Context: an optimization exercise on an open-source flow, tuned for small area, a short achievable clock period and few clock cycles. The choices shown serve that exercise and are no tape-out recipe.
Only simulation tests tie the RTL to the original design; equivalence was not proved.

## flow/design.v (module list and top-level ports; edited modules follow where they fit)
// module bmcs_setup: 136 lines
// module bmcs_sqtree: 1127 lines
// module bmcs_bisect: 160 lines
// module bmcs_dstep2: 17 lines
// module bmcs_divide1: 82 lines
// module bmcs_divide2: 85 lines
// module bezier_middle_control_solver: 109 lines
module bezier_middle_control_solver (
   input  logic                  clock,
   input  logic                  reset,
   input  logic                  req_tvalid,
   output logic                  req_tready,
   input  logic [REQ_DATA_W-1:0] req_tdata,
   output logic                  rsp_tvalid,
   input  logic                  rsp_tready,
   output logic [RSP_DATA_W-1:0] rsp_tdata
);
  // ...
==> flow/flow/run.sh <==
#!/bin/bash
# Standard layout with a tighter setup target for timing repair.
set -e
echo "export SETUP_SLACK_MARGIN = 9" >> config.mk
bash standard.sh > standard.log 2>&1
==> flow/standard.sh <==
#!/bin/bash
# synth_recipe.tcl (not shown) runs the flow's synth.tcl, then flattens the netlist and writes it again
# the make line also repeats each setting of config.mk as NAME=value (left out here)
make -C /OpenROAD-flow-scripts/flow DESIGN_CONFIG=/design/flow/config.mk WORK_HOME=/design/flow/orfs CLKGATE_MAP_FILE= SYNTH_SCRIPT=/design/flow/synth_recipe.tcl "${@:-finish}"
==> flow/config.mk <==
export PLATFORM = sky130hd
export DESIGN_NAME = bezier_middle_control_solver
export DESIGN_NICKNAME = bezier_middle_control_solver
export VERILOG_FILES = /design/flow/design.v
export SDC_FILE = /design/flow/constraint.sdc
export NUM_CORES = 8
export LEC_CHECK = 0
export CAP_MARGIN = 20
export CORE_MARGIN = 2
export CORE_UTILIZATION = 60
export CTS_BUF_LIST = sky130_fd_sc_hd__clkbuf_8
export SLEW_MARGIN = 20
export SETUP_SLACK_MARGIN = 9
==> flow/constraint.sdc <==
create_clock -name core_clock -period 15.0 [get_ports {clock}]
set_input_delay 3.0000 -clock core_clock [delete_from_list [all_inputs] [get_ports {clock}]]
set_output_delay 3.0000 -clock core_clock [all_outputs]
set_load 0.01 [all_outputs]
==> flow_summary_export.csv, run 1 <==
group,metric,value,unit
logic_synthesis,synthArstFlopShare,0,%
worst_setup_path,worstReg2RegStart,"u_setup.cnt[1]",
clock_network,root_buffer,"clkbuf_8",
sta,finalSetupViolations,0,
floorplanning,rows,203,
hold_path,worstHoldStart,"u_bisect.sy2[43]",
logic_synthesis,synthXorXnorAreaFrac,8.300,%
layout,nFillCells,26164,
sta,fmax,161.6,MHz
layout,seq_share,24.71,%
layout,top_register,"u_bisect.c1r",
global_route,grt_pass1_wl,978.1,mm
place,dpl.hpwl,521.4,mm
logic_synthesis,synthTopCellsByArea,"edfxtp_1 15%, ha_1 12%, fa_1 12%, dfxtp_1 11%, xnor2_1 4.9%",
worst_setup_path,path_class,"reg -> reg",
worst_setup_path,worst-path-max-fanout,65,
drt,vias,162822,
layout,area_growth,8.704,%
drt,wl_met1,284.8,mm
clock_network,cts_tree,"done",
layout,drive_gt1_share,6.449,%
outcome,status,"no timing/DRC/antenna violations",
worst_setup_path,cp_num_cells,16,
sta,fin_worst_skew,113.5,ps
place,placed_area,190300,um^2
drt,dr.pass1.iters,12,
clock_network,cts_setup_buffers,17,
drt,met2_length,264.8,mm
place,gp_congestion,1.046,
layout,buf_share,2.811,%
layout,final_common_cell,"nand2_1",
logic_synthesis,ys_seq_area_share,26.85,%
sta,finalWorstSetupSlack,8812,ps
layout,nNonClkBuffers,544,
drt,drc,0,
sta,hold_ws,402.3,ps
layout,nFlopsAndLatches,1997,
drt,wl_per_cell,26.53,um
layout,finalCoreUtilization,65.52,%
Testbench counts, summed over its fixed seeds: cycles 5,648.
==> inputs of run 2 (changes only) <==
==> flow/flow/run.sh (replaced) <==
#!/bin/bash
# Standard layout with a tighter setup target for timing repair.
set -e
echo "export SETUP_SLACK_MARGIN = 8" >> config.mk
bash standard.sh > standard.log 2>&1
==> flow/config.mk (replaced) <==
export PLATFORM = sky130hd
export DESIGN_NAME = bezier_middle_control_solver
export DESIGN_NICKNAME = bezier_middle_control_solver
export VERILOG_FILES = /design/flow/design.v
export SDC_FILE = /design/flow/constraint.sdc
export NUM_CORES = 8
export LEC_CHECK = 0
export CAP_MARGIN = 40
export CORE_MARGIN = 2
export CORE_UTILIZATION = 60
export SLEW_MARGIN = 40
export SETUP_SLACK_MARGIN = 8
==> run 2 against run 1 <==
  * Still clean on timing, DRC and antenna
  * Wire length fell by 2.3%
  * Global-route usage fell by 0.72 points
  * Via count fell by 1.6%
  * Utilization fell by 0.40 points
  * Sequential cell count did not move
  * Clock-buffer cell count fell by 135
==> flow_summary_export.csv, run 2 <==
group,metric,value,unit
worst_setup_path,r2r-end,"u_setup.r4[51]",
logic_synthesis,synth_top_area_share,15.48,%
global_route,grt_busiest_layer,"met1",
place,portBuffers,278,
global_route,antenna_found_initial,30,
place,placed_area,190500,um^2
worst_setup_path,cp.arrival,7580,ps
logic_synthesis,synth_cells,20897,
logic_synthesis,synth_common_cells,"2045 x nand2_1, 1940 x nor2_1, 1836 x ha_1, 1772 x a21oi_1, 1485 x inv_1",
clock_network,clock_latency,980,ps
global_route,grt_max_degree,192,
drt,wl_per_cell,26.23,um
logic_synthesis,synth_cell_type_count,117,
global_route,globalRouteMet3Util,12.21,%
clock_network,clk_pin_slew,60,ps
logic_synthesis,yosys.area.top_type,"edfxtp_1",
logic_synthesis,yosysMostFrequentCell,"nand2_1",
sta,rsz0062_at_grt,"true",
logic_synthesis,synthArstFlopShare,0,%
sta,max_slew_margin,24.69,%
worst_setup_path,path_class,"reg -> reg",
layout,finalCoreUtilization,65.12,%
global_route,grt_use_total,40.83,%
layout,fin_nets,23694,
sta,worstMarginPinSlew,1125,ps
clock_network,clock_sinks,1997,
worst_setup_path,worstReg2RegStart,"u_setup.cnt[0]",
layout,mostFrequentLayoutCells,"2035 x nand2_1, 1915 x nor2_1, 1834 x ha_1",
worst_setup_path,cp-start-kind,"flip-flop",
logic_synthesis,synthTopCellsByArea,"edfxtp_1 15%, ha_1 12%, fa_1 12%, dfxtp_1 11%, xnor2_1 4.9%",
sta,finalSetupTns,0,ps
drt,drc,0,
layout,area_growth,8.034,%
global_route,grt_use_met2,54.55,%
floorplanning,start_util,60.27,%
layout,reg_top3,"u_bisect.c1r x114, u_bisect.c0r x111, u_bisect.c2r x109",
floorplanning,ios,286,
clock_network,hold_buffers,0,
sta,period_needed,6906,ps
place,gp_congestion,1.034,
global_route,overflow,0,
sta,finalSetupViolations,0,
global_route,grt_pass1_wl,963.1,mm
outcome,status,"no timing/DRC/antenna violations",
logic_synthesis,post_synth.cell_area_avg,8.821,um^2
place,dpl.hpwl,519.2,mm
sta,fin_worst_skew,101.5,ps
logic_synthesis,synth_top_flop_cell,"dfxtp_1",
logic_synthesis,ys_seq_area_share,26.85,%
logic_synthesis,yosys_warnings,4,
logic_synthesis,synth_edf_count,950,
clock_network,cts_max_level,4,
job,drv_cap,0,
floorplanning,fp.coreArea,305800,um^2
floorplanning,die-width,558.3,um
layout,final_area,199100,um^2
drt,via_per_inst,6.433,
global_route,grtUsageMet1,61.87,%
sta,slew_violations,0,
global_route,first_global_vias,149838,
layout,largest_reg_flops,114,
layout,drive_gt1_share,5.140,%
worst_setup_path,worst-path-max-fanout,66,
drt,ant_nets,0,
clock_network,cts_buffers,229,
logic_synthesis,ys_ff_latch,1997,
drt,dr.pass1.iters,10,
drt,drt_iter0_drc,21975,
clock_network,cts_tree,"done",
worst_setup_path,endpoint_kind,"flip-flop",
worst_setup_path,r2r_slack,8090,ps
floorplanning,rows,203,
layout,final_common_cell,"nand2_1",
clock_network,root_buffer,"clkbuf_16",
clock_network,cts_buffer_depth,4,
sta,min_period_over_period,46.04,%
drt,drt_wl_total,653.1,mm
floorplanning,fp.dieH,558.3,um
logic_synthesis,synth_area,184300,um^2
floorplanning,fp.dieArea,311700,um^2
worst_setup_path,cp.required,15670,ps
worst_setup_path,cp-startpoint,"u_setup.cnt[0]",
worst_setup_path,r2r_cells,23,
layout,top_register,"u_bisect.c1r",
sta,hold_violations,0,
sta,fmax,144.8,MHz
hold_path,hold_path.class,"reg -> reg",
worst_setup_path,endpoint,"u_setup.r4[51]",
drt,vias,160160,
==> run 2: cell types whose count changed in the layout (fill, tap and decap cells not counted), sizes merged, moves of 12 or more <==
cell | previous run | this run
bufinv | 20 | 32
buf | 250 | 210
inv | 1616 | 1505
clkbuf | 421 | 275
diode | 32 | 18
clkinv | 102 | 88
==> run 2: kinds of logic after synthesis <==
kind of cell,synth area share (%)
AND/OR/NAND/NOR,13.97
flip-flops,26.85
AO/OA/AOI/OAI,18.89
adder cells (fa/ha/maj),24.17
buffers and inverters,5.240
XOR/XNOR,8.300
multiplexers,2.576
other,0.002034
==> run 2: repair_timing <==
action | in CTS | in global routing
endpoints found under the setup margin | 89 | 110
resized for setup | 19 | 31
endpoints found under the hold margin | 0 | 0
pin swaps | 1 | 1
buffers inserted | 2 | 1
==> run 2: how the worst min path moves through the flow <==
stage / startpoint / to / cells past startpoint
floorplan: u_divide1.exact / u_divide2.exact / 0
global placement: u_divide1.t[9] / u_divide2.t[9] / 0
detailed placement: u_divide1.ovfx / u_divide2.ovfx / 0
CTS: u_divide1.t[9] / u_divide2.t[9] / 0
global route: u_divide1.t[12] / u_divide2.t[12] / 0
finish: u_divide1.t[9] / u_divide2.t[9] / 0
==> run 2: layer usage <==
layer / vias up / part of all wire (%)
met4: 22 / 3.7
met5: - / 0.16
met3: 1147 / 14
met2: 9369 / 38
li1: 72315 / -
met1: 77307 / 44
==> run 2: area by class of cell <==
| type | instances | area, um^2 |
|---|---|---|
| fillers | 25993 | 106700 |
| inverters | 1494 | 5635 |
| multi-input cells | 16372 | 126100 |
| diodes | 18 | 45.04 |
| flip-flops and latches | 1997 | 49510 |
| clock buffers | 273 | 6056 |
| well taps | 4100 | 5130 |
| clock inverters | 154 | 1929 |
| repair buffers | 490 | 4700 |
==> run 2: per-stage QoR <==
| stage | cells | setup WS [ps] | hold WS (ps) |
|---|---|---|---|
| floorplan | 20903 | 8030 | 400.3 |
| global placement | 24439 | 6917 | 401.8 |
| detailed placement | 24442 | 7287 | 405.6 |
| CTS | 24871 | 8021 | 417.0 |
| global route | 24886 | 7987 | 426.6 |
| finish | 24898 | 8094 | 416.4 |
==> run 2: worst max-delay path: stages, from the launching register on <==
cell and delay (ps):
dfxtp_4 590, inv_1 150, ha_1 300, nor2_1 220, nor2_4 40, clkbuf_8 300, a222oi_1 390, inv_1 90
fa_1 490, ha_1 170, inv_1 70, fa_1 460, nor2b_1 160, o31a_1 180, o21ai_0 150, a21oi_1 310
a21oi_1 180, o31a_1 310, o21ai_1 340, a41o_1 420, a41oi_1 460, nand3_1 250, a41oi_1 160, xnor2_1 420
==> module bmcs_setup, before the edit <==
module bmcs_setup (
   input  logic                    clock,
   input  logic                    reset,
   input  logic                    req_tvalid,
   output logic                    req_tready,
   input  logic [REQ_DATA_W-1:0]   req_tdata,
   input  logic                    take,
   output logic                    full,
   output logic [64:0]             o_uu,
   output logic signed [65:0]      o_g,
   output logic signed [ACC_W-1:0] o_c1,
   output logic signed [68:0]      o_c2,
   output logic [32:0]             o_dpx,
   output logic [32:0]             o_dpy,
   output logic [32:0]             o_spx,
   output logic [32:0]             o_spy,
   output logic [36:0]             o_nqx,
   output logic [36:0]             o_nqy,
   output logic                    o_z0
);
   logic        busy;
   logic [3:0]  cnt;
   logic signed [32:0] a0x, a0y, a2x, a2y;
   logic signed [36:0] aqx, aqy;
   logic [32:0] op;
   logic [64:0] r1;
   logic signed [65:0] r2;
   logic signed [ACC_W-1:0] r3;
   logic signed [68:0] r4;
   logic        z0;
   assign req_tready = !busy && !full;
   wire accept = req_tvalid && req_tready;
   wire yc = cnt[0];
   logic signed [37:0] da, db, dsum;
   logic dsub;
   always_comb begin
      dsub = 1'b1;
      unique case (cnt[3:1])
         3'd0: begin da = yc ? a2y : a2x; db = yc ? a0y : a0x; end
         3'd1: begin da = yc ? a2y : a2x; db = yc ? aqy : aqx; end
         3'd2: begin da = yc ? a0y : a0x; db = yc ? aqy : aqx; end
         3'd3: begin da = yc ? a0y : a0x; db = yc ? a2y : a2x; dsub = 1'b0; end
         3'd4: begin da = (yc ? a0y : a0x) <<< 1; db = yc ? a2y : a2x; end
         default: begin da = (yc ? aqy : aqx) <<< 4; db = (yc ? a2y : a2x) <<< 2; end
      endcase
      dsum = dsub ? da - db : da + db;
   end
   wire sq_en = (cnt >= 4'd1) && (cnt <= 4'd6);
   logic [63:0] sqs_n, sqc_n;
   logic [ACC_W-1:0] sqs, sqc, xv, sum, ps, pc;
   bmcs_sqtree u_sq (
      .x ((op[31:0] ^ {32{op[32]}}) & {32{sq_en}}),
      .e (op[32] & sq_en),
      .s (sqs_n),
      .c (sqc_n)
   );
   always_comb begin
      unique case (cnt)
         4'd8:    begin ps = ACC_W'(r2) << 1; pc = ~r3; end
         4'd9:    begin ps = r3 << 4;         pc = ~(ACC_W'(r1) << 2); end
         4'd10:   begin ps = ACC_W'(r2) << 2; pc = ACC_W'(r2) << 1; end
         default: begin ps = ACC_W'(sqs_n);   pc = ACC_W'(sqc_n); end
      endcase
      unique case (cnt)
         4'd3:          xv = ACC_W'(r1);
         4'd5, 4'd6:    xv = ACC_W'(r2);
         4'd7:          xv = r3;
         4'd9, 4'd10:   xv = ACC_W'(1);
         default:       xv = '0;
      endcase
   end
   assign sum = sqs + sqc + xv;
   always_ff @(posedge clock) begin
      if (reset) begin
         busy <= 1'b0;
         full <= 1'b0;
         cnt  <= '0;
      end else begin
         if (accept) begin
            busy <= 1'b1;
            cnt  <= '0;
         end else if (busy) begin
            cnt <= cnt + 4'd1;
            if (cnt == 4'd11) begin
               busy <= 1'b0;
               full <= 1'b1;
            end
         end
         if (take) full <= 1'b0;
      end
   end
   always_ff @(posedge clock) begin
      if (accept) begin
         a0x <= {req_tdata[0*32+31], req_tdata[0*32 +: 32]};
         a0y <= {req_tdata[1*32+31], req_tdata[1*32 +: 32]};
         a2x <= {req_tdata[2*32+31], req_tdata[2*32 +: 32]};
         a2y <= {req_tdata[3*32+31], req_tdata[3*32 +: 32]};
         aqx <= {{5{req_tdata[4*32+31]}}, req_tdata[4*32 +: 32]};
         aqy <= {{5{req_tdata[5*32+31]}}, req_tdata[5*32 +: 32]};
      end else if (busy) begin
         unique case (cnt)
            4'd6:  a2x <= dsum[32:0];
            4'd7:  a2y <= dsum[32:0];
            4'd8:  a0x <= dsum[32:0];
            4'd9:  a0y <= dsum[32:0];
            4'd10: aqx <= dsum[36:0];
            4'd11: aqy <= dsum[36:0];
            default: ;
         endcase
      end
      sqs <= ps;
      sqc <= pc;
      if (busy) begin
         op  <= dsum[32:0];
         if (cnt == 4'd1) z0 <= (a0x == aqx[32:0]) && (a0y == aqy[32:0]);
         unique case (cnt)
            4'd2, 4'd3:        r1 <= sum[64:0];
            4'd4, 4'd5, 4'd9:  r2 <= sum[65:0];
            4'd6, 4'd7, 4'd10: r3 <= sum;
            4'd11:             r4 <= sum[68:0];
            default: ;
         endcase
      end
   end
   assign o_uu  = r1;
   assign o_g   = r2;
   assign o_c1  = r3;
   assign o_c2  = r4;
   assign o_dpx = a0x;
   assign o_dpy = a0y;
   assign o_spx = a2x;
   assign o_spy = a2y;
   assign o_nqx = aqx;
   assign o_nqy = aqy;
   assign o_z0  = z0;
endmodule
==> module bmcs_dstep2, before the edit <==
module bmcs_dstep2 (
   input  logic [33:0] r,
   input  logic        b1,
   input  logic        b2,
   input  logic [33:0] d,
   input  logic [33:0] d3,
   output logic [33:0] r2,
   output logic [1:0]  q
);
   wire         sg = r[33];
   wire [33:0]  c  = {r[31:0], b1, b2};
   wire [33:0]  r1 = {r[32:0], b1} + (sg ? d : ~d) + 34'(!sg);
   wire [33:0]  ca = c + (sg ? d3 : ~d) + 34'(!sg);
   wire [33:0]  cb = c + (sg ? d : ~d3) + 34'(!sg);
   assign r2 = r1[33] ? ca : cb;
   assign q  = {!r1[33], !r2[33]};
endmodule
==> inputs of run 3 (changes only) <==
--- a/flow/design.v
+++ b/flow/design.v
@@ -33,9 +33,8 @@
    logic [32:0] op;
    logic [64:0] r1;
    logic signed [65:0] r2;
-   logic signed [ACC_W-1:0] r3;
-   logic signed [68:0] r4;
-   logic        z0;
+   logic signed [ACC_W-1:0] r3, acc;
+   logic        z0, xa, x1;
    assign req_tready = !busy && !full;
    wire accept = req_tvalid && req_tready;
    wire yc = cnt[0];
@@ -64,19 +63,13 @@
    );
    always_comb begin
       unique case (cnt)
-         4'd8:    begin ps = ACC_W'(r2) << 1; pc = ~r3; end
+         4'd8:    begin ps = ACC_W'(r2) << 1; pc = ~acc; end
          4'd9:    begin ps = r3 << 4;         pc = ~(ACC_W'(r1) << 2); end
-         4'd10:   begin ps = ACC_W'(r2) << 2; pc = ACC_W'(r2) << 1; end
+         4'd10:   begin ps = acc << 2;        pc = acc << 1; end
          default: begin ps = ACC_W'(sqs_n);   pc = ACC_W'(sqc_n); end
       endcase
-      unique case (cnt)
-         4'd3:          xv = ACC_W'(r1);
-         4'd5, 4'd6:    xv = ACC_W'(r2);
-         4'd7:          xv = r3;
-         4'd9, 4'd10:   xv = ACC_W'(1);
-         default:       xv = '0;
-      endcase
    end
+   assign xv  = (acc & {ACC_W{xa}}) | ACC_W'(x1);
    assign sum = sqs + sqc + xv;
    always_ff @(posedge clock) begin
       if (reset) begin
@@ -118,14 +111,21 @@
       end
       sqs <= ps;
       sqc <= pc;
+      if (accept) begin
+         xa <= 1'b0;
+         x1 <= 1'b0;
+      end else if (busy) begin
+         xa <= (cnt == 4'd2) || (cnt == 4'd4) || (cnt == 4'd5) || (cnt == 4'd6);
+         x1 <= (cnt == 4'd8) || (cnt == 4'd9);
+      end
       if (busy) begin
          op  <= dsum[32:0];
+         acc <= sum;
          if (cnt == 4'd1) z0 <= (a0x == aqx[32:0]) && (a0y == aqy[32:0]);
          unique case (cnt)
-            4'd2, 4'd3:        r1 <= sum[64:0];
-            4'd4, 4'd5, 4'd9:  r2 <= sum[65:0];
-            4'd6, 4'd7, 4'd10: r3 <= sum;
-            4'd11:             r4 <= sum[68:0];
+            4'd4:         r1 <= acc[64:0];
+            4'd6, 4'd10:  r2 <= acc[65:0];
+            4'd8, 4'd11:  r3 <= acc;
             default: ;
          endcase
       end
@@ -133,7 +133,7 @@
    assign o_uu  = r1;
    assign o_g   = r2;
    assign o_c1  = r3;
-   assign o_c2  = r4;
+   assign o_c2  = acc[68:0];
    assign o_dpx = a0x;
    assign o_dpy = a0y;
    assign o_spx = a2x;
@@ -1441,10 +1441,11 @@
 );
    wire         sg = r[33];
    wire [33:0]  c  = {r[31:0], b1, b2};
-   wire [33:0]  r1 = {r[32:0], b1} + (sg ? d : ~d) + 34'(!sg);
-   wire [33:0]  ca = c + (sg ? d3 : ~d) + 34'(!sg);
-   wire [33:0]  cb = c + (sg ? d : ~d3) + 34'(!sg);
-   assign r2 = r1[33] ? ca : cb;
+   wire [33:0]  dd = d ^ {34{!sg}};
+   wire [33:0]  r1 = {r[32:0], b1} + dd + 34'(!sg);
+   wire [33:0]  c3 = c + (d3 ^ {34{!sg}}) + 34'(!sg);
+   wire [33:0]  c1 = c + dd + 34'(!sg);
+   assign r2 = (r1[33] == sg) ? c3 : c1;
    assign q  = {!r1[33], !r2[33]};
 endmodule
 module bmcs_divide1 (
==> flow/flow/run.sh (replaced) <==
#!/bin/bash
# Standard layout with a tighter setup target for timing repair.
set -e
echo "export SETUP_SLACK_MARGIN = 9" >> config.mk
bash standard.sh > standard.log 2>&1
--- a/flow/config.mk
+++ b/flow/config.mk
@@ -8,5 +8,6 @@
 export CAP_MARGIN = 40
 export CORE_MARGIN = 2
 export CORE_UTILIZATION = 60
+export CTS_BUF_LIST = sky130_fd_sc_hd__clkbuf_8
 export SLEW_MARGIN = 40
-export SETUP_SLACK_MARGIN = 8
+export SETUP_SLACK_MARGIN = 9
==> run 3 against run 2 <==
  * Cell count is 0.56% lower
  * Sequential cell count is 4 higher
  * Die area down 0.80%
  * Sequential share of layout area increased by 0.13 points
  * Hold slack worse by 30 ps
  * Largest cell class unchanged
==> flow_summary_export.csv, run 3 <==
group,metric,value,unit
drt,drt_iter0_drc,19374,
drt,vias,158366,
global_route,grt_use_total,41.07,%
layout,largest_reg_flops,114,
drt,ant_nets,0,
sta,max_slew_margin,32.28,%
layout,finalCoreUtilization,65.52,%
worst_setup_path,critPathMaxStageDelay,590,ps
sta,rsz0062_at_grt,"true",
floorplanning,die-width,556.0,um
logic_synthesis,ys_ff_latch,2001,
hold_path,hold_path.class,"reg -> reg",
layout,multi_input_area,125700,um^2
sta,period_needed,5948,ps
layout,final_common_cell,"nor2_1",
layout,reg_top3,"u_bisect.c1r x114, u_bisect.c0r x111, u_bisect.c2r x109",
clock_network,clock_sinks,2001,
logic_synthesis,synth_cells,20545,
floorplanning,fp.dieH,556.0,um
sta,worstMarginPinSlew,1016,ps
clock_network,root_buffer,"clkbuf_8",
floorplanning,fp.dieArea,309100,um^2
sta,hold_violations,0,
worst_setup_path,path_class,"reg -> reg",
logic_synthesis,synth_cell_type_count,128,
logic_synthesis,synth_area,182800,um^2
worst_setup_path,cp_cell_sequence,"buf_16 > buf_16 > xnor2_1 > fa_1 > ha_1 > a21oi_1 > o21bai_1 > a21oi_1 > o2111ai_1 > a211oi_1 > a21oi_2 > o211ai_1 > a311oi_1 > buf_4 > nor2_1 > o21ai_0 > xnor2_1 > a21oi_1",
floorplanning,fp.coreArea,303000,um^2
logic_synthesis,yosys.area.top_type,"edfxtp_1",
worst_setup_path,path_buf_inv,3,
layout,drive_gt1_share,6.651,%
clock_network,cts_buffer_depth,4,
logic_synthesis,yosysMostFrequentCell,"nor2_1",
sta,finalSetupTns,0,ps
drt,via_per_inst,6.396,
logic_synthesis,ys_seq_area_share,27.12,%
clock_network,clock_latency,1120,ps
outcome,status,"no timing/DRC/antenna violations",
sta,slew_violations,0,
sta,fmax,168.1,MHz
logic_synthesis,synth_edf_count,952,
clock_network,cts_tree,"done",
drt,drc,0,
logic_synthesis,synth_top_area_share,15.64,%
layout,top_register,"u_bisect.c1r",
worst_setup_path,worst-path-max-fanout,29,
worst_setup_path,path_delay_family,"compound AO/OA/AOI/OAI gates",
clock_network,hold_buffers,0,
clock_network,cts_max_level,5,
sta,min_period_over_period,39.66,%
global_route,grt_max_degree,189,
worst_setup_path,endpoint_kind,"flip-flop",
worst_setup_path,cp-start-kind,"flip-flop",
clock_network,cts_buffers,363,
drt,dr.pass1.iters,9,
floorplanning,rows,202,
worst_setup_path,crit_path_frequent_cell,"a21oi_1",
floorplanning,ios,286,
place,dpl.hpwl,514.3,mm
job,drv_cap,0,
drt,drt_wl_total,652.7,mm
worst_setup_path,cp.required,15920,ps
floorplanning,start_util,60.33,%
layout,nFillCells,25734,
global_route,antenna_found_initial,38,
logic_synthesis,synth_top_flop_cell,"dfxtp_1",
place,portBuffers,278,
worst_setup_path,critical-path-slowest-cell,"a211oi_1",
drt,wl_per_cell,26.36,um
logic_synthesis,yosys_warnings,4,
sta,fin_worst_skew,96.19,ps
sta,finalSetupViolations,0,
global_route,first_global_vias,149629,
place,gp_congestion,1.049,
layout,fin_nets,23555,
clock_network,clk_pin_slew,60,ps
layout,area_growth,8.592,%
layout,seq_area,49620,um^2
logic_synthesis,post_synth.cell_area_avg,8.899,um^2
logic_synthesis,synth_common_cells,"1992 x nor2_1, 1916 x nand2_1, 1836 x ha_1, 1786 x a21oi_1, 1381 x inv_1",
worst_setup_path,cp.arrival,6860,ps
layout,mostFrequentLayoutCells,"1962 x nor2_1, 1897 x nand2_1, 1831 x ha_1",
global_route,grt_pass1_wl,960.9,mm
logic_synthesis,synthTopCellsByArea,"edfxtp_1 16%, ha_1 13%, fa_1 12%, dfxtp_1 11%, xnor2_1 5.9%",
global_route,overflow,0,
logic_synthesis,synthArstFlopShare,0,%
run 3: final timing paths:
kind / endpoint / start / slack [ps] / cells after the start
worst max-delay path: u_bisect.c1r[102] / u_bisect.c0r[110] / 9050 / 18
worst min-delay path: u_divide2.t[11] / u_divide1.t[11] / 390 / 0
worst max register to register: u_bisect.c1r[102] / u_bisect.c0r[110] / 9050 / 18
worst min register to register: u_divide2.t[11] / u_divide1.t[11] / 390 / 0
run 3: cell families after synthesis:
family	after synthesis	share of synthesized area, %
multiplexers	346	2.166
adder cells (fa/ha/maj)	2914	24.37
AND/OR/NAND/NOR	5716	14.09
flip-flops	2001	27.12
AO/OA/AOI/OAI	5334	18.39
XOR/XNOR	1847	8.855
buffers and inverters	2386	5.009
other	1	0.002051
run 3: area by class of cell:
class / count / share of cell area (%)
diodes: 31 / 0.03907
clock buffers: 407 / 2.821
clock inverters: 263 / 0.9346
inverters: 1389 / 2.661
multi-input cells: 16165 / 63.31
flip-flops and latches: 2001 / 24.99
well taps: 3978 / 2.507
repair buffers: 525 / 2.739
run 3: metal layers:
metal | track usage [%] | wire length (um)
met1 | 60.62 | 281200
met2 | 56.59 | 258600
met3 | 11.71 | 86030
met4 | 14.75 | 26720
met5 | 0 | 184
run 3: repair_timing:
action,4_1_cts,5_1_grt
cloned,3,7
setup buffers,25,21
setup endpoints to repair,544,263
resized for setup,104,126
pin swaps,9,14
run 3: through the flow:
step | setup slack [ps] | area (um^2) | hold slack, ps | cells
after global placement | 7186 | 188500 | 401.2 | 23995
after CTS | 8937 | 197300 | 405.0 | 24695
after global routing | 8913 | 198500 | 418.1 | 24729
after floorplan | 9014 | 183000 | 400.3 | 20551
final | 9052 | 198500 | 386.6 | 24759
after detailed placement | 7265 | 189000 | 404.5 | 23997
Testbench counts of run 3, summed over its fixed seeds: cycles 5,648.
==> inputs of run 4 (changes only) <==
--- a/flow/config.mk
+++ b/flow/config.mk
@@ -10,4 +10,5 @@
 export CORE_UTILIZATION = 60
 export CTS_BUF_LIST = sky130_fd_sc_hd__clkbuf_8
 export SLEW_MARGIN = 40
+export TNS_END_PERCENT = 10
 export SETUP_SLACK_MARGIN = 9
==> run 4 against run 3 <==
  * Setup slack got worse by 210 ps
  * Die area unchanged
  * Register-to-register slack worse by 210 ps
  * Global-route usage about the same
  * Cell count is essentially flat
  * Sequential share of layout area barely moved
  * Hold slack improved by 33 ps
  * Critical path type unchanged
  * Critical endpoint is now u_setup.acc[69]
  * Largest cell class unchanged
  * Highest routed layer unchanged
==> flow_summary_export.csv, run 4 <==
group,metric,value,unit
outcome,status,"no timing/DRC/antenna violations",
sta,finalSetupViolations,0,
logic_synthesis,synth_area,182800,um^2
global_route,first_global_vias,150569,
worst_setup_path,cp-start-kind,"flip-flop",
worst_setup_path,cp.required,15850,ps
clock_network,cts_buffer_depth,4,
drt,vias,158773,
logic_synthesis,ys_seq_area_share,27.12,%
worst_setup_path,r2r_cells,15,
layout,largest_reg_flops,114,
sta,hold_violations,0,
logic_synthesis,yosysMostFrequentCell,"nor2_1",
drt,drt_wl_total,651.0,mm
clock_network,clock_latency,1160,ps
logic_synthesis,synth_cell_type_count,128,
floorplanning,fp.dieArea,309100,um^2
drt,wl_per_cell,26.29,um
logic_synthesis,yosys_warnings,4,
global_route,grtUsageMet1,60.49,%
sta,worstMarginPinSlew,1035,ps
drt,ant_nets,0,
drt,drt_iter0_drc,20520,
layout,reg_top3,"u_bisect.c1r x114, u_bisect.c0r x111, u_bisect.c2r x109",
global_route,grt_max_degree,174,
sta,fmax,162.4,MHz
logic_synthesis,synth_common_cells,"1992 x nor2_1, 1916 x nand2_1, 1836 x ha_1, 1786 x a21oi_1, 1381 x inv_1",
logic_synthesis,synthTopCellsByArea,"edfxtp_1 16%, ha_1 13%, fa_1 12%, dfxtp_1 11%, xnor2_1 5.9%",
layout,top_register,"u_bisect.c1r",
clock_network,cts_buffers,364,
drt,via_per_inst,6.412,
global_route,grt_busiest_layer,"met1",
layout,drive_gt1_share,6.575,%
sta,rsz0062_at_grt,"true",
worst_setup_path,endpoint_kind,"flip-flop",
clock_network,cts_tree,"done",
layout,nFillCells,25740,
worst_setup_path,r2r_slack,8840,ps
worst_setup_path,worstReg2RegStart,"u_setup.xa",
worst_setup_path,path_class,"reg -> reg",
hold_path,hold_end,"u_divide2.t[8]",
floorplanning,fp.coreArea,303000,um^2
logic_synthesis,synth_top_area_share,15.64,%
place,portBuffers,278,
sta,fin_worst_skew,109.9,ps
global_route,grt_pass1_wl,961.9,mm
place,gp_congestion,1.064,
logic_synthesis,yosys.area.top_type,"edfxtp_1",
floorplanning,die-width,556.0,um
layout,final_common_cell,"nor2_1",
global_route,grt_use_met2,57.41,%
logic_synthesis,ys_ff_latch,2001,
sta,max_slew_margin,30.49,%
global_route,globalRouteMet3Util,11.31,%
logic_synthesis,synth_cells,20545,
worst_setup_path,cp.arrival,7010,ps
clock_network,hold_buffers,0,
sta,period_needed,6157,ps
hold_path,hold_path.class,"reg -> reg",
clock_network,cts_max_level,5,
clock_network,root_buffer,"clkbuf_8",
clock_network,clk_pin_slew,70,ps
logic_synthesis,synth_top_flop_cell,"dfxtp_1",
layout,mostFrequentLayoutCells,"1966 x nor2_1, 1902 x nand2_1, 1831 x ha_1",
sta,finalSetupTns,0,ps
floorplanning,ios,286,
floorplanning,rows,202,
logic_synthesis,synth_edf_count,952,
hold_path,hold_depth,0,
sta,min_period_over_period,41.04,%
global_route,antenna_found_initial,41,
place,dp_cells,24009,
sta,slew_violations,0,
floorplanning,fp.dieH,556.0,um
global_route,overflow,0,
logic_synthesis,post_synth.cell_area_avg,8.899,um^2
hold_path,worstHoldStart,"u_divide1.t[8]",
job,drv_cap,0,
drt,drc,0,
place,dpl.hpwl,513.3,mm
worst_setup_path,r2r-end,"u_setup.acc[69]",
global_route,grt_use_total,41.07,%
layout,fin_nets,23565,
floorplanning,start_util,60.33,%
worst_setup_path,worst-path-max-fanout,71,
layout,final_cells,24763,
clock_network,clock_sinks,2001,
layout,area_growth,8.562,%
drt,dr.pass1.iters,8,
logic_synthesis,synthArstFlopShare,0,%
[run 4: final cells by class]
type | count | area, um^2 | area share (%)
antenna | 26 | 65.06 | 0.03278
sequential | 2001 | 49620 | 25.00
timing repair buffer | 535 | 5475 | 2.759
tap | 3978 | 4977 | 2.508
clock inverter | 265 | 2090 | 1.053
clock buffer | 405 | 5574 | 2.808
multi-input combinational | 16164 | 125400 | 63.18
inverter | 1389 | 5285 | 2.663
[run 4: worst max-delay path by stage]
stage / slack, ps / start / endpoint
3_5_place_dp: 7740 / u_bisect.c0r[110] / u_bisect.c1r[108]
2_1_floorplan: 8920 / u_bisect.c0r[110] / u_bisect.c0r[103]
4_1_cts: 8860 / u_bisect.c0r[110] / u_bisect.c0r[62]
3_3_place_gp: 7450 / u_bisect.c0r[110] / u_bisect.c1r[108]
5_1_grt: 8760 / u_bisect.enr / u_divide1.ry[19]
6_report: 8840 / u_setup.xa / u_setup.acc[69]
[run 4: worst max-delay path, stage by stage (launching register included)]
cell      delay, ps
dfxtp_2         340
buf_6           400
and2_1          240
fa_1            420
ha_1            490
nand3_1         180
nor4_1          660
nand4_1         160
nor3_1          700
o211ai_1        520
a21oi_1         650
a41o_1          440
o41ai_4         140
o21ai_1         220
a21oi_1         110
xnor2_1         130
[run 4: cell families (layout without fill, tap and decap cells)]
logic type / Yosys count / count (layout) / synth area share [%]
AO/OA/AOI/OAI: 5334 / 5334 / 18.39
other: 1 / 33 / 0.002051
multiplexers: 346 / 346 / 2.166
flip-flops: 2001 / 2001 / 27.12
buffers and inverters: 2386 / 2594 / 5.009
adder cells (fa/ha/maj): 2914 / 2914 / 24.37
AND/OR/NAND/NOR: 5716 / 5716 / 14.09
XOR/XNOR: 1847 / 1847 / 8.855
[run 4: metal layers]
metal  wire, um  vias to the layer above
met4      24960                       32
met5        215                        -
met3      85970                     1269
li1           -                    71399
met2     260400                     9129
met1     279400                    76944
[run 4: repair_timing]
| action | 4_1_cts | 5_1_grt |
|---|---|---|
| hold endpoints to repair | 0 | 0 |
| setup buffers | 21 | 24 |
| pin swaps | 5 | 12 |
| gates cloned | 4 | 4 |
| resized for setup | 96 | 86 |
| setup endpoints to repair | 561 | 311 |
[run 4: through the flow]
stage	utilization (%)	hold WS [ps]	worst slack [ps]	area (um^2)
2_1_floorplan	-	400.3	8916	182900
3_3_place_gp	62.21	400.8	7448	188500
3_5_place_dp	62.36	406.6	7745	189000
4_1_cts	65.16	421.0	8855	197500
5_1_grt	65.48	420.7	8761	198400
6_report	65.50	419.5	8843	198500
==> inputs of run 5 (changes only) <==
--- a/flow/config.mk
+++ b/flow/config.mk
@@ -9,6 +9,6 @@
 export CORE_MARGIN = 2
 export CORE_UTILIZATION = 60
 export CTS_BUF_LIST = sky130_fd_sc_hd__clkbuf_8
+export PLACE_DENSITY = 0.72
 export SLEW_MARGIN = 40
-export TNS_END_PERCENT = 10
 export SETUP_SLACK_MARGIN = 9
==> run 5 against run 4 <==
  * Still clean
  * Register-to-register slack improved by 80 ps
  * Non-clock buffer count increased by 5
  * Wire length increased by 0.62%
  * Critical path depth increased by 6
  * Global-route usage increased by 0.20 points
  * Setup slack improved by 75 ps
  * Synthesized cell count unchanged
  * First-iteration DRC count increased by 5.0%
  * Die area unchanged
  * Clock-buffer cell count increased by 11
  * Critical path type unchanged
  * Largest cell class unchanged
==> flow_summary_export.csv, run 5 <==
group,metric,value,unit
outcome,status,"no timing/DRC/antenna violations",
worst_setup_path,cp-start-kind,"flip-flop",
sta,rsz0062_at_grt,"true",
clock_network,cts_max_level,5,
layout,drive_gt1_share,6.880,%
floorplanning,die-width,556.0,um
place,gp_congestion,1.047,
worst_setup_path,path_class,"reg -> reg",
floorplanning,fp.dieArea,309100,um^2
logic_synthesis,yosys.area.top_type,"edfxtp_1",
clock_network,clock_latency,1150,ps
worst_setup_path,endpoint_kind,"flip-flop",
drt,wl_met3,87.05,mm
logic_synthesis,synth-simple-area-share,14.09,%
logic_synthesis,synth_fa_ha_area_share,24.37,%
layout,nFillCells,25484,
logic_synthesis,post_synth.cell_area_avg,8.899,um^2
drt,met2_length,258.0,mm
layout,final_cells,24771,
drt,vias,159213,
job,drv_cap,0,
hold_path,hold_end,"u_divide2.t[7]",
layout,multi_input_area,125900,um^2
global_route,antenna_found_initial,47,
worst_setup_path,worst-path-max-fanout,44,
logic_synthesis,yosysMostFrequentCell,"nor2_1",
layout,top_register,"u_bisect.c1r",
worst_setup_path,cp_cell_sequence,"buf_16 > buf_16 > clkinvlp_4 > xnor2_1 > ha_1 > ha_1 > fa_1 > a211o_1 > a21oi_2 > a21oi_1 > buf_4 > a221o_1 > a31oi_4 > buf_12 > o2111a_2 > o21ai_1 > a21oi_2 > o21ai_2 > a21boi_2 > mux2_2 > a21oi_1",
hold_path,hold_path.class,"reg -> reg",
clock_network,cts_tree,"done",
layout,fin_nets,23574,
drt,top_layer_used,"met5",
worst_setup_path,path_delay_family,"compound AO/OA/AOI/OAI gates",
sta,finalSetupViolations,0,
logic_synthesis,yosys_warnings,4,
drt,drc,0,
floorplanning,fp.coreArea,303000,um^2
clock_network,clock_sinks,2001,
floorplanning,start_util,60.33,%
drt,via_per_inst,6.427,
logic_synthesis,synthXorXnorAreaFrac,8.855,%
logic_synthesis,synthTopCellsByArea,"edfxtp_1 16%, ha_1 13%, fa_1 12%, dfxtp_1 11%, xnor2_1 5.9%",
layout,reg_top3,"u_bisect.c1r x114, u_bisect.c0r x111, u_bisect.c2r x109",
floorplanning,ios,286,
layout,finalCoreUtilization,65.74,%
hold_path,worstHoldStart,"u_divide1.t[7]",
sta,worstMarginPinSlew,1016,ps
layout,area_growth,8.956,%
logic_synthesis,synthArstFlopShare,0,%
global_route,grt_pass1_wl,964.9,mm
logic_synthesis,synth.area.mux_share,2.166,%
global_route,grt_use_total,41.27,%
drt,drt_iter0_drc,21546,
worst_setup_path,r2r_slack,8920,ps
drt,ant_nets,0,
drt,drt_wl_total,655.0,mm
logic_synthesis,synth_cells,20545,
floorplanning,fp.dieH,556.0,um
sta,fin_worst_skew,112.6,ps
floorplanning,rows,202,
sta,slew_violations,0,
logic_synthesis,synth_cell_type_count,128,
worst_setup_path,r2r-end,"u_bisect.c2r[102]",
worst_setup_path,critical-path-slowest-cell,"dfxtp_4",
logic_synthesis,synth_top_family_by_area,"adder cells",
logic_synthesis,ys_ff_latch,2001,
drt,wl_met1,282.2,mm
hold_path,hold_depth,0,
logic_synthesis,synth_common_cells,"1992 x nor2_1, 1916 x nand2_1, 1836 x ha_1, 1786 x a21oi_1, 1381 x inv_1",
global_route,grt_max_degree,206,
logic_synthesis,synth_top_flop_cell,"dfxtp_1",
global_route,first_global_vias,150262,
clock_network,root_buffer,"clkbuf_8",
sta,finalSetupTns,0,ps
sta,period_needed,6081,ps
logic_synthesis,ys_seq_area_share,27.12,%
place,dp_cells,24007,
worst_setup_path,worstReg2RegStart,"u_bisect.c0r[110]",
clock_network,clk_pin_slew,70,ps
worst_setup_path,r2r_cells,21,
sta,fmax,164.4,MHz
sta,max_slew_margin,32.29,%
worst_setup_path,cp.required,16020,ps
worst_setup_path,path_buf_inv,5,
logic_synthesis,synth-compound-area-share,18.39,%
logic_synthesis,synth_edf_count,952,
layout,final_common_cell,"nor2_1",
drt,dr.pass1.iters,8,
drt,wl_per_cell,26.44,um
place,portBuffers,278,
layout,mostFrequentLayoutCells,"1957 x nor2_1, 1898 x nand2_1, 1826 x ha_1",
worst_setup_path,critPathMaxStageDelay,450,ps
clock_network,cts_buffers,367,
global_route,overflow,0,
clock_network,hold_buffers,0,
layout,largest_reg_flops,114,
logic_synthesis,synth_top_area_share,15.64,%
worst_setup_path,cp.arrival,7100,ps
sta,min_period_over_period,40.54,%
sta,hold_violations,0,
place,dpl.hpwl,513.2,mm
layout,seq_area,49620,um^2
logic_synthesis,synth_area,182800,um^2
clock_network,cts_buffer_depth,4,
run 5: metrics by stage:
step	area [um^2]	hold slack, ps	setup slack, ps
global route	199200	419.3	8821
CTS	197800	412.3	8906
detailed placement	189000	404.5	6981
floorplan	183000	400.3	9014
global placement	188600	404.1	6720
finish	199200	411.4	8919
run 5: timing repair:
item,4_1_cts,5_1_grt
pin swaps,9,20
buffers inserted,26,26
endpoints found under the setup margin,585,310
gates cloned,4,7
gates resized for setup,118,170
run 5: worst max path at each step:
| stage | from | to | cells after the start | slack (ps) |
|---|---|---|---|---|
| 2_1_floorplan | u_bisect.c0r[110] | u_bisect.c0r[103] | 22 | 9010 |
| 3_3_place_gp | u_bisect.c0r[110] | u_bisect.c1r[108] | 18 | 6720 |
| 4_1_cts | u_setup.cnt[2] | u_setup.aqy[35] | 19 | 8910 |
| 6_report | u_bisect.c0r[110] | u_bisect.c2r[102] | 21 | 8920 |
| 3_5_place_dp | u_bisect.c0r[110] | u_bisect.c2r[106] | 20 | 6980 |
| 5_1_grt | u_bisect.c0r[110] | u_bisect.c0r[103] | 19 | 8820 |
run 5: metal layers:
metal,GRT usage [%],vias to the layer above
met2,56.73,9308
met1,61.67,77061
li1,-,71442
met5,1.782,-
met4,14.45,38
met3,10.75,1364
run 5: cells by family after synthesis:
logic type | after synthesis
xor+xnor | 1847
flops | 2001
buf+inv | 2386
compound gates | 5334
simple gates | 5716
other cells | 1
mux | 346
fa+ha+maj | 2914
run 5: area by class of cell:
| cell class | count | area share (%) |
|---|---|---|
| Multi-Input combinational cell | 16165 | 63.20 |
| Sequential cell | 2001 | 24.91 |
| Clock inverter | 259 | 1.046 |
| Inverter | 1389 | 2.650 |
| Tap cell | 3978 | 2.499 |
| Antenna cell | 23 | 0.02889 |
| Clock buffer | 416 | 2.874 |
| Timing Repair Buffer | 540 | 2.794 |
==> inputs of run 6 (changes only) <==
==> flow/flow/run.sh (replaced) <==
#!/bin/bash
# Standard layout with a tighter setup target for timing repair.
set -e
echo "export SETUP_SLACK_MARGIN = 9.75" >> config.mk
bash standard.sh > standard.log 2>&1
--- a/flow/config.mk
+++ b/flow/config.mk
@@ -9,6 +9,5 @@
 export CORE_MARGIN = 2
 export CORE_UTILIZATION = 60
 export CTS_BUF_LIST = sky130_fd_sc_hd__clkbuf_8
-export PLACE_DENSITY = 0.72
 export SLEW_MARGIN = 40
-export SETUP_SLACK_MARGIN = 9
+export SETUP_SLACK_MARGIN = 9.75
==> run 6 against run 5 <==
  * Via count increased by 2.1%
  * Die area unchanged
  * Non-clock buffer count increased by 446
  * First-iteration DRC count decreased by 3.0%
  * Cell count increased by 1.9%
  * Critical path type unchanged
==> flow_summary_export.csv, run 6 <==
group,metric,value,unit
outcome,status,"no timing/DRC/antenna violations",
drt,drt_iter0_drc,20899,
sta,rsz0062_at_grt,"true",
sta,hold_ws,420.1,ps
worst_setup_path,critical-path-slowest-cell,"dfxtp_4",
place,dpl.hpwl,516.1,mm
worst_setup_path,cp.arrival,6350,ps
worst_setup_path,endpoint_kind,"flip-flop",
sta,finalWorstSetupSlack,9511,ps
global_route,overflow,0,
drt,ant_nets,0,
sta,max_slew_margin,26.41,%
clock_network,root_buffer,"clkbuf_8",
worst_setup_path,critPathMaxStageDelay,420,ps
drt,wl_per_cell,27.12,um
drt,drt_wl_total,684.7,mm
sta,finalSetupTns,0,ps
clock_network,hold_buffers,0,
global_route,grt_max_degree,152,
worst_setup_path,cp.required,15860,ps
global_route,first_global_vias,151784,
clock_network,cts_tree,"done",
clock_network,cts_buffers,364,
sta,fmax,182.2,MHz
layout,area_growth,15.45,%
logic_synthesis,yosys_warnings,4,
layout,reg_top3,"u_bisect.c1r x114, u_bisect.c0r x111, u_bisect.c2r x109",
sta,min_period_over_period,36.59,%
logic_synthesis,synth_cells,20545,
clock_network,clock_latency,1130,ps
layout,largest_reg_flops,114,
global_route,grt_use_total,42.35,%
clock_network,cts_buffer_depth,4,
logic_synthesis,ys_ff_latch,2001,
logic_synthesis,ys_seq_area_share,27.12,%
sta,worstMarginPinSlew,1100,ps
logic_synthesis,synth_edf_count,952,
layout,final_common_cell,"nand2_1",
layout,mostFrequentLayoutCells,"1865 x nand2_1, 1823 x nor2_1, 1664 x a21oi_1",
logic_synthesis,synthTopCellsByArea,"edfxtp_1 16%, ha_1 13%, fa_1 12%, dfxtp_1 11%, xnor2_1 5.9%",
place,gp_congestion,1.049,
global_route,grt_pass1_wl,985.8,mm
worst_setup_path,cp_cell_sequence,"buf_4 > nand3b_1 > buf_4 > nand2_2 > a211oi_4 > nand4_1 > nand4bb_4 > nor3b_4 > nor2_1 > xor2_1 > ha_4 > buf_4 > nand3_4 > nor4_2 > a22o_1 > o21bai_2 > a31oi_4 > a2111oi_4 > or3_4 > mux2i_2 > or3b_1",
logic_synthesis,yosysMostFrequentCell,"nor2_1",
logic_synthesis,post_synth.cell_area_avg,8.899,um^2
floorplanning,fp.dieArea,309100,um^2
sta,finalSetupViolations,0,
clock_network,clk_pin_slew,60,ps
worst_setup_path,path_class,"reg -> reg",
sta,slew_violations,0,
floorplanning,rows,202,
sta,period_needed,5489,ps
worst_setup_path,crit_path_frequent_cell,"buf_4",
clock_network,clock_sinks,2001,
floorplanning,start_util,60.33,%
floorplanning,die-width,556.0,um
hold_path,hold_path.class,"reg -> reg",
layout,top_register,"u_bisect.c1r",
logic_synthesis,yosys.area.top_type,"edfxtp_1",
floorplanning,ios,286,
logic_synthesis,synth_top_flop_cell,"dfxtp_1",
sta,hold_violations,0,
logic_synthesis,synthArstFlopShare,0,%
drt,drc,0,
layout,drive_gt1_share,13.37,%
sta,fin_worst_skew,95.77,ps
job,drv_cap,0,
drt,via_per_inst,6.436,
logic_synthesis,synth_top_area_share,15.64,%
clock_network,cts_max_level,5,
worst_setup_path,cp-start-kind,"flip-flop",
logic_synthesis,synth_cell_type_count,128,
drt,vias,162486,
floorplanning,fp.coreArea,303000,um^2
place,pre_cts_ws,7275,ps
place,portBuffers,278,
floorplanning,fp.dieH,556.0,um
drt,dr.pass1.iters,8,
logic_synthesis,synth_area,182800,um^2
logic_synthesis,synth_common_cells,"1992 x nor2_1, 1916 x nand2_1, 1836 x ha_1, 1786 x a21oi_1, 1381 x inv_1",
global_route,antenna_found_initial,30,
layout,fin_nets,24025,
layout,nFillCells,24075,
worst_setup_path,worst-path-max-fanout,21,
## run 6: changes by cell type in the layout (fill, tap and decap cells not counted), moves of 75 or more
cell	before	now
a21oi_1	1761	1664
a21oi_2	28	103
buf_4	189	504
fa_1	1077	993
fa_2	1	85
ha_1	1826	1644
ha_4	4	118
nor2_1	1957	1823
nor2_2	29	109
o21ai_0	998	895
xnor2_1	1192	1110
## run 6: cell families after synthesis
group	synth area share, %
flip-flops	27.12
adder cells (fa/ha/maj)	24.37
AO/OA/AOI/OAI	18.39
multiplexers	2.166
AND/OR/NAND/NOR	14.09
XOR/XNOR	8.855
other	0.002051
buffers and inverters	5.009
## run 6: area by class of cell
cell class	count	area, um^2	area share, %
inverters	1389	5350	2.535
well taps	3978	4977	2.358
repair buffers	986	10650	5.046
repair inverters	4	40.04	0.01897
clock buffers	406	5588	2.647
clock inverters	271	2186	1.036
diodes	41	102.6	0.04861
multi-input cells	16169	132500	62.78
flip-flops and latches	2001	49670	23.53
## run 6: worst max-delay path: cells and delay by family (launching register included)
| family | cells | cell delay [ps] |
|---|---|---|
| simple gates | 10 | 2360 |
| buf+inv | 3 | 640 |
| xor+xnor | 1 | 180 |
| flops | 1 | 420 |
| fa+ha+maj | 1 | 320 |
| mux | 1 | 160 |
| compound gates | 5 | 1100 |
## run 6: routing by layer
metal | up-vias | global-route usage, % | wire length, um
li1 | 72382 | - | -
met1 | 78916 | 60.98 | 284200
met2 | 9647 | 58.42 | 271900
met3 | 1525 | 13.71 | 96080
met4 | 16 | 16.32 | 32450
met5 | - | 0 | 124
## run 6: through the flow
step / instance area (um^2) / utilization (%) / std cells
after floorplan: 183800 / - / 20551
after global placement: 189000 / 62.36 / 23992
after detailed placement: 189400 / 62.49 / 23997
after CTS: 203800 / 67.26 / 24931
after global routing: 211000 / 69.62 / 25207
final: 211100 / 69.65 / 25245
## run 6: path summary, 6_finish.rpt
check                        from              end  slack [ps]  depth (start not counted)
setup reg to reg   u_setup.cnt[2]  u_setup.aqx[35]        9510                         21
hold / removal    u_divide1.t[11]  u_divide2.t[11]         420                          0
setup / recovery   u_setup.cnt[2]  u_setup.aqx[35]        9510                         21
hold reg to reg   u_divide1.t[11]  u_divide2.t[11]         420                          0
## run 6: repair_timing
action | 4_1_cts | 5_1_grt
setup buffers | 216 | 251
setup endpoints to repair | 994 | 584
pin swaps | 149 | 339
endpoints found under the hold margin | 0 | 0
gates resized for setup | 765 | 958
cloned | 41 | 20
==> inputs of run 7 (changes only) <==
==> flow/flow/run.sh (replaced) <==
#!/bin/bash
# Standard layout with a tighter setup target for timing repair.
set -e
echo "export SETUP_SLACK_MARGIN = 9.5" >> config.mk
bash standard.sh > standard.log 2>&1
--- a/flow/config.mk
+++ b/flow/config.mk
@@ -7,7 +7,7 @@
 export LEC_CHECK = 0
 export CAP_MARGIN = 40
 export CORE_MARGIN = 2
-export CORE_UTILIZATION = 60
+export CORE_UTILIZATION = 65
 export CTS_BUF_LIST = sky130_fd_sc_hd__clkbuf_8
 export SLEW_MARGIN = 40
-export SETUP_SLACK_MARGIN = 9.75
+export SETUP_SLACK_MARGIN = 9.5
==> run 7 against run 6 <==
  * Setup slack got worse by 190 ps
  * Critical path depth increased by 6
==> flow_summary_export.csv, run 7 <==
group,metric,value,unit
outcome,status,"no timing/DRC/antenna violations",
floorplanning,fp.coreArea,279600,um^2
job,drv_cap,0,
clock_network,cts_buffers,357,
drt,dr.pass1.iters,9,
sta,min_period_over_period,37.84,%
logic_synthesis,post_synth.cell_area_avg,8.899,um^2
logic_synthesis,yosysMostFrequentCell,"nor2_1",
layout,mostFrequentLayoutCells,"1902 x nor2_1, 1883 x nand2_1, 1748 x ha_1",
sta,slew_violations,0,
place,portBuffers,278,
logic_synthesis,ys_seq_area_share,27.12,%
sta,worstMarginPinSlew,1038,ps
logic_synthesis,synth_cells,20545,
logic_synthesis,synth_edf_count,952,
logic_synthesis,synthArstFlopShare,0,%
worst_setup_path,path_delay_family,"compound AO/OA/AOI/OAI gates",
hold_path,hold_path.class,"reg -> reg",
layout,fin_nets,23765,
place,dp_cells,23740,
global_route,first_global_vias,152487,
logic_synthesis,synth_area,182800,um^2
place,gp_congestion,1.066,
logic_synthesis,synth.area.mux_share,2.166,%
floorplanning,die-width,534.4,um
layout,nFillCells,21241,
worst_setup_path,critical-path-slowest-cell,"or3_4",
sta,finalSetupTns,0,ps
drt,via_per_inst,6.568,
logic_synthesis,synthXorXnorAreaFrac,8.855,%
layout,final_common_cell,"nor2_1",
layout,final_cells,24704,
logic_synthesis,yosys_warnings,4,
layout,area_growth,11.13,%
worst_setup_path,cp-startpoint,"u_setup.cnt[1]",
global_route,grt_use_total,44.09,%
layout,multi_input_area,128600,um^2
layout,top_register,"u_bisect.c1r",
layout,drive_gt1_share,9.567,%
drt,drt_wl_total,658.2,mm
global_route,grt_max_degree,189,
worst_setup_path,crit_path_frequent_cell,"buf_4",
global_route,antenna_found_initial,44,
worst_setup_path,endpoint_kind,"flip-flop",
layout,reg_top3,"u_bisect.c1r x114, u_bisect.c0r x111, u_bisect.c2r x109",
floorplanning,start_util,65.38,%
clock_network,cts_buffer_depth,4,
worst_setup_path,worst-path-max-fanout,9,
drt,drc,0,
logic_synthesis,synth_top_flop_cell,"dfxtp_1",
logic_synthesis,synth_common_cells,"1992 x nor2_1, 1916 x nand2_1, 1836 x ha_1, 1786 x a21oi_1, 1381 x inv_1",
sta,fmax,176.2,MHz
sta,hold_ws,420.8,ps
worst_setup_path,worstReg2RegStart,"u_setup.cnt[1]",
sta,fin_worst_skew,77.32,ps
clock_network,cts_tree,"done",
sta,rsz0062_at_grt,"true",
clock_network,clock_sinks,2001,
logic_synthesis,synth_fa_ha_area_share,24.37,%
clock_network,cts_max_level,5,
worst_setup_path,path_class,"reg -> reg",
logic_synthesis,synth_top_family_by_area,"adder cells",
logic_synthesis,ys_ff_latch,2001,
worst_setup_path,path_buf_inv,7,
global_route,grt_pass1_wl,958.3,mm
worst_setup_path,cp-start-kind,"flip-flop",
floorplanning,rows,194,
drt,wl_per_cell,26.65,um
place,dpl.hpwl,500.1,mm
clock_network,clock_latency,1130,ps
worst_setup_path,critPathMaxStageDelay,420,ps
floorplanning,ios,286,
logic_synthesis,yosys.area.top_type,"edfxtp_1",
worst_setup_path,cp.required,15850,ps
floorplanning,fp.dieArea,285500,um^2
drt,ant_nets,0,
logic_synthesis,synth_top_area_share,15.64,%
sta,max_slew_margin,30.29,%
sta,hold_violations,0,
logic_synthesis,synth-simple-area-share,14.09,%
clock_network,root_buffer,"clkbuf_8",
layout,seq_area,49640,um^2
sta,finalSetupViolations,0,
hold_path,worstHoldStart,"u_divide1.t[9]",
logic_synthesis,synthTopCellsByArea,"edfxtp_1 16%, ha_1 13%, fa_1 12%, dfxtp_1 11%, xnor2_1 5.9%",
clock_network,clk_pin_slew,70,ps
worst_setup_path,cp.arrival,6530,ps
global_route,overflow,0,
logic_synthesis,synth_cell_type_count,128,
layout,largest_reg_flops,114,
sta,period_needed,5675,ps
logic_synthesis,synth-compound-area-share,18.39,%
floorplanning,fp.dieH,534.4,um
drt,vias,162264,
drt,drt_iter0_drc,21083,
[run 7: final cells by class]
cell class	instances	area share [%]
Antenna cell	32	0.03941
Clock buffer	393	2.662
Clock inverter	259	0.7932
Inverter	1389	2.626
Multi-Input combinational cell	16173	63.28
Sequential cell	2001	24.43
Tap cell	3724	2.293
Timing Repair Buffer	731	3.867
Timing Repair inverter	2	0.01108
[run 7: worst register-to-register path: stages, from the launching register on]
cell and delay (ps):
dfxtp_4 390, buf_12 130, buf_16 160, buf_8 170
buf_4 130, nor3b_2 30, buf_4 190, nor2_2 200
nor2_1 110, o31ai_4 390, nand2b_4 100, nor4_4 400
buf_4 200, a21oi_2 50, xnor2_1 120, ha_1 360
inv_1 70, o21bai_1 130, a21o_1 130, a21o_1 150
a21oi_4 80, o31ai_4 270, o21bai_2 150, a31oi_4 260
a2111oi_4 110, or3_4 420, mux2i_2 160, or3b_1 350
[run 7: cells by family (layout without fill, tap and decap cells)]
logic type	Yosys count	count (layout)
xor+xnor	1847	1847
simple gates	5716	5725
flops	2001	2001
fa+ha+maj	2914	2914
mux	346	346
buf+inv	2386	2774
other cells	1	39
compound gates	5334	5334
[run 7: final timing paths]
kind         depth (start not counted)  slack, ps               to
max                                 27       9320  u_setup.aqy[35]
min reg2reg                          0        420   u_divide2.t[9]
min                                  0        420   u_divide2.t[9]
max reg2reg                         27       9320  u_setup.aqy[35]
[run 7: stage by stage]
step	worst slack [ps]	area (um^2)	utilization (%)
finish	9325	203200	72.66
global route	9231	203100	72.64
CTS	9482	198800	71.10
detailed placement	7689	189000	67.58
global placement	7743	188500	67.42
floorplan	9257	183500	-
[run 7: what timing repair did]
action                     4_1_cts  5_1_grt
hold buffers                     0        0
gates cloned                    21       24
setup endpoints to repair      817      452
buffers inserted                81      150
resized for setup              324      524
pin swaps                       39      137
[run 7: layer usage]
layer  up-vias  GRT usage [%]  part of all wire (%)
met2     10623          60.60                    39
met3      1789          15.37                    16
li1      71841              -                     -
met4        40          17.39                   4.9
met5         -              0                 0.063
met1     77971          63.10                    40
==> inputs of run 8 (changes only) <==
--- a/flow/config.mk
+++ b/flow/config.mk
@@ -7,7 +7,7 @@
 export LEC_CHECK = 0
 export CAP_MARGIN = 40
 export CORE_MARGIN = 2
-export CORE_UTILIZATION = 65
+export CORE_UTILIZATION = 55
 export CTS_BUF_LIST = sky130_fd_sc_hd__clkbuf_8
 export SLEW_MARGIN = 40
 export SETUP_SLACK_MARGIN = 9.5
==> run 8 against run 7 <==
  * Critical path depth shrank 3
  * Non-clock buffer count grew 6
  * Sequential cell count is the same
  * Cell count grew 2.7%
==> flow_summary_export.csv, run 8 <==
group,metric,value,unit
outcome,status,"no timing/DRC/antenna violations",
clock_network,cts_max_level,5,
logic_synthesis,synthArstFlopShare,0,%
layout,reg_top3,"u_bisect.c1r x114, u_bisect.c0r x111, u_bisect.c2r x109",
logic_synthesis,synth-compound-area-share,18.39,%
sta,fmax,177.0,MHz
logic_synthesis,yosysMostFrequentCell,"nor2_1",
drt,drt_iter0_drc,18721,
layout,mostFrequentLayoutCells,"1889 x nor2_1, 1880 x nand2_1, 1744 x ha_1",
global_route,grt_max_degree,181,
hold_path,hold_path.class,"reg -> reg",
clock_network,hold_buffers,0,
sta,slew_violations,0,
floorplanning,start_util,55.31,%
global_route,antenna_found_initial,40,
floorplanning,fp.dieH,580.6,um
clock_network,cts_tree,"done",
floorplanning,fp.coreArea,330500,um^2
floorplanning,rows,211,
drt,drc,0,
logic_synthesis,synth_cell_type_count,128,
clock_network,cts_buffer_depth,4,
clock_network,cts_buffers,373,
logic_synthesis,synthTopCellsByArea,"edfxtp_1 16%, ha_1 13%, fa_1 12%, dfxtp_1 11%, xnor2_1 5.9%",
logic_synthesis,yosys_warnings,4,
layout,drive_gt1_share,10.05,%
drt,ant_nets,0,
logic_synthesis,yosys.area.top_type,"edfxtp_1",
logic_synthesis,ys_seq_area_share,27.12,%
clock_network,clk_pin_slew,60,ps
hold_path,hold_end,"u_divide2.ovfy",
worst_setup_path,worstReg2RegStart,"u_setup.cnt[1]",
layout,fin_nets,23781,
logic_synthesis,synth_top_flop_cell,"dfxtp_1",
floorplanning,die-width,580.6,um
logic_synthesis,synth.area.mux_share,2.166,%
layout,largest_reg_flops,114,
logic_synthesis,synth_fa_ha_area_share,24.37,%
hold_path,worstHoldStart,"u_divide1.ovfy",
worst_setup_path,r2r_slack,9350,ps
logic_synthesis,ys_ff_latch,2001,
logic_synthesis,synth_cells,20545,
layout,top_register,"u_bisect.c1r",
sta,worstMarginPinSlew,998.9,ps
logic_synthesis,synth_common_cells,"1992 x nor2_1, 1916 x nand2_1, 1836 x ha_1, 1786 x a21oi_1, 1381 x inv_1",
drt,drt_wl_total,682.6,mm
worst_setup_path,r2r-end,"u_setup.aqx[35]",
logic_synthesis,synth_top_area_share,15.64,%
sta,finalSetupViolations,0,
worst_setup_path,r2r_cells,24,
logic_synthesis,synthXorXnorAreaFrac,8.855,%
drt,dr.pass1.iters,8,
worst_setup_path,cp-start-kind,"flip-flop",
logic_synthesis,synth_top_family_by_area,"adder cells",
clock_network,root_buffer,"clkbuf_8",
sta,finalSetupTns,0,ps
place,portBuffers,278,
clock_network,clock_sinks,2001,
sta,period_needed,5648,ps
worst_setup_path,critical-path-slowest-cell,"nor4_4",
logic_synthesis,synth_edf_count,952,
place,dpl.hpwl,525.1,mm
drt,via_per_inst,6.270,
sta,finalWorstSetupSlack,9352,ps
sta,fin_worst_skew,90.91,ps
layout,final_common_cell,"nor2_1",
sta,rsz0062_at_grt,"true",
worst_setup_path,path_delay_family,"compound AO/OA/AOI/OAI gates",
worst_setup_path,cp.arrival,6550,ps
run 8: cell counts after synthesis:
Identical to the previous run, type by type.
run 8: metal layers:
| metal | track usage (%) | share of wire [%] | vias to the layer above |
|---|---|---|---|
| li1 | - | - | 71890 |
| met1 | 57.97 | 44 | 77762 |
| met2 | 55.02 | 40 | 8143 |
| met3 | 9.480 | 12 | 1231 |
| met4 | 12.81 | 3.9 | 38 |
| met5 | 0 | 0.037 | - |
run 8: worst max-delay path by stage:
stage / start / to / cells past startpoint
6_report: u_setup.cnt[1] / u_setup.aqx[35] / 24
5_1_grt: u_setup.cnt[0] / u_setup.aqy[35] / 26
4_1_cts: u_bisect.enr / u_divide1.ry[32] / 21
3_5_place_dp: u_bisect.c0r[110] / u_bisect.c2r[106] / 19
3_3_place_gp: u_bisect.c0r[110] / u_bisect.c1r[100] / 18
2_1_floorplan: u_setup.cnt[0] / u_setup.sqc[30] / 25
run 8: cells by family (layout without fill, tap and decap cells):
| family | count (synthesis) | count (layout) |
|---|---|---|
| other cells | 1 | 23 |
| flops | 2001 | 2001 |
| fa+ha+maj | 2914 | 2914 |
| buf+inv | 2386 | 2818 |
| compound gates | 5334 | 5334 |
| xor+xnor | 1847 | 1847 |
| mux | 346 | 346 |
| simple gates | 5716 | 5720 |
run 8: cell type report:
class                      count  area [um^2]
multi-input combinational  16168       129100
sequential                  2001        49650
inverter                    1389         5353
fill                       28934       125000
clock buffer                 412         5670
timing repair inverter         1        11.26
antenna                       16        40.04
timing repair buffer         737         8035
clock inverter               279         2243
tap                         4366         5463
run 8: per-stage QoR:
stage	area (um^2)	instances	hold slack [ps]
finish	205500	25369	413.3
global route	205500	25357	424.6
CTS	201900	25231	413.3
detailed placement	190100	24390	404.5
global placement	189400	24380	403.4
floorplan	183500	20551	400.3
run 8: what timing repair did:
action / in CTS / in global routing
pin swaps: 65 / 126
setup buffers: 121 / 107
cloned: 29 / 14
resized for setup: 424 / 488
setup endpoints to repair: 911 / 522
run 8: worst reg2reg max path, stage by stage (launching register included):
cell and delay [ps]:
dfxtp_4 370, buf_12 170, buf_12 160, xnor2_4 420, o32ai_1 190, o22ai_1 270, and2_4 210, nand3_4 100
nor4_4 420, buf_4 210, a21oi_2 50, xnor2_1 130, ha_1 360, inv_1 120, o21bai_1 90, a21o_1 190
a21o_1 180, a21oi_2 190, o31ai_2 100, o21bai_2 250, a31oi_4 150, a2111oi_0 380, or3_1 240, mux2i_1 100
or3b_1 360

==> afterwards: timing with drivers on the ports <==
The results above use ideal ports. As a check the final layouts listed here were re-extracted and re-timed, cells and wires unchanged.
Step 1: set_driving_cell puts a clkbuf_16 on clock and a buf_2 on each other input, an assumption about the parent block.
Step 2, shift: input delay + t, output delay - t, t = (earliest + latest rising clock arrival at the registers) / 2. This alone moves slack from input paths to output paths.
Slacks: no drivers / after step 1 / after step 2; pairs: no drivers / after step 1.
run | t, ns | setup slack, ns | worst hold slack (ns) | worst register clock-pin slew, ns | worst slew at a driven data input, ns
run 1 | 1.192 | 8.812 / 8.812 / 8.812 | 0.402 / 0.402 / 0.402 | 0.08 / 0.08 | 0.07
run 2 | 1.051 | 8.094 / 8.094 / 8.094 | 0.416 / 0.416 / 0.416 | 0.07 / 0.07 | 0.06
run 3 | 1.174 | 9.052 / 9.052 / 9.052 | 0.387 / 0.387 / 0.387 | 0.08 / 0.08 | 0.09
run 4 | 1.214 | 8.843 / 8.843 / 8.715 | 0.419 / 0.419 / 0.419 | 0.08 / 0.08 | 0.08
run 5 | 1.206 | 8.919 / 8.919 / 8.919 | 0.411 / 0.411 / 0.411 | 0.08 / 0.08 | 0.11
run 6 | 1.198 | 9.511 / 9.511 / 9.511 | 0.420 / 0.420 / 0.420 | 0.08 / 0.08 | 0.08
run 7 | 1.201 | 9.325 / 9.325 / 9.162 | 0.421 / 0.421 / 0.421 | 0.08 / 0.08 | 0.08
run 8 | 1.247 | 9.352 / 9.352 / 9.171 | 0.413 / 0.413 / 0.413 | 0.08 / 0.08 | 0.08
After both steps every run listed still meets setup and hold. For run 8, which loses most, drivers alone change the setup slack by 0.000 ns; drivers and shift together by -0.181 ns.
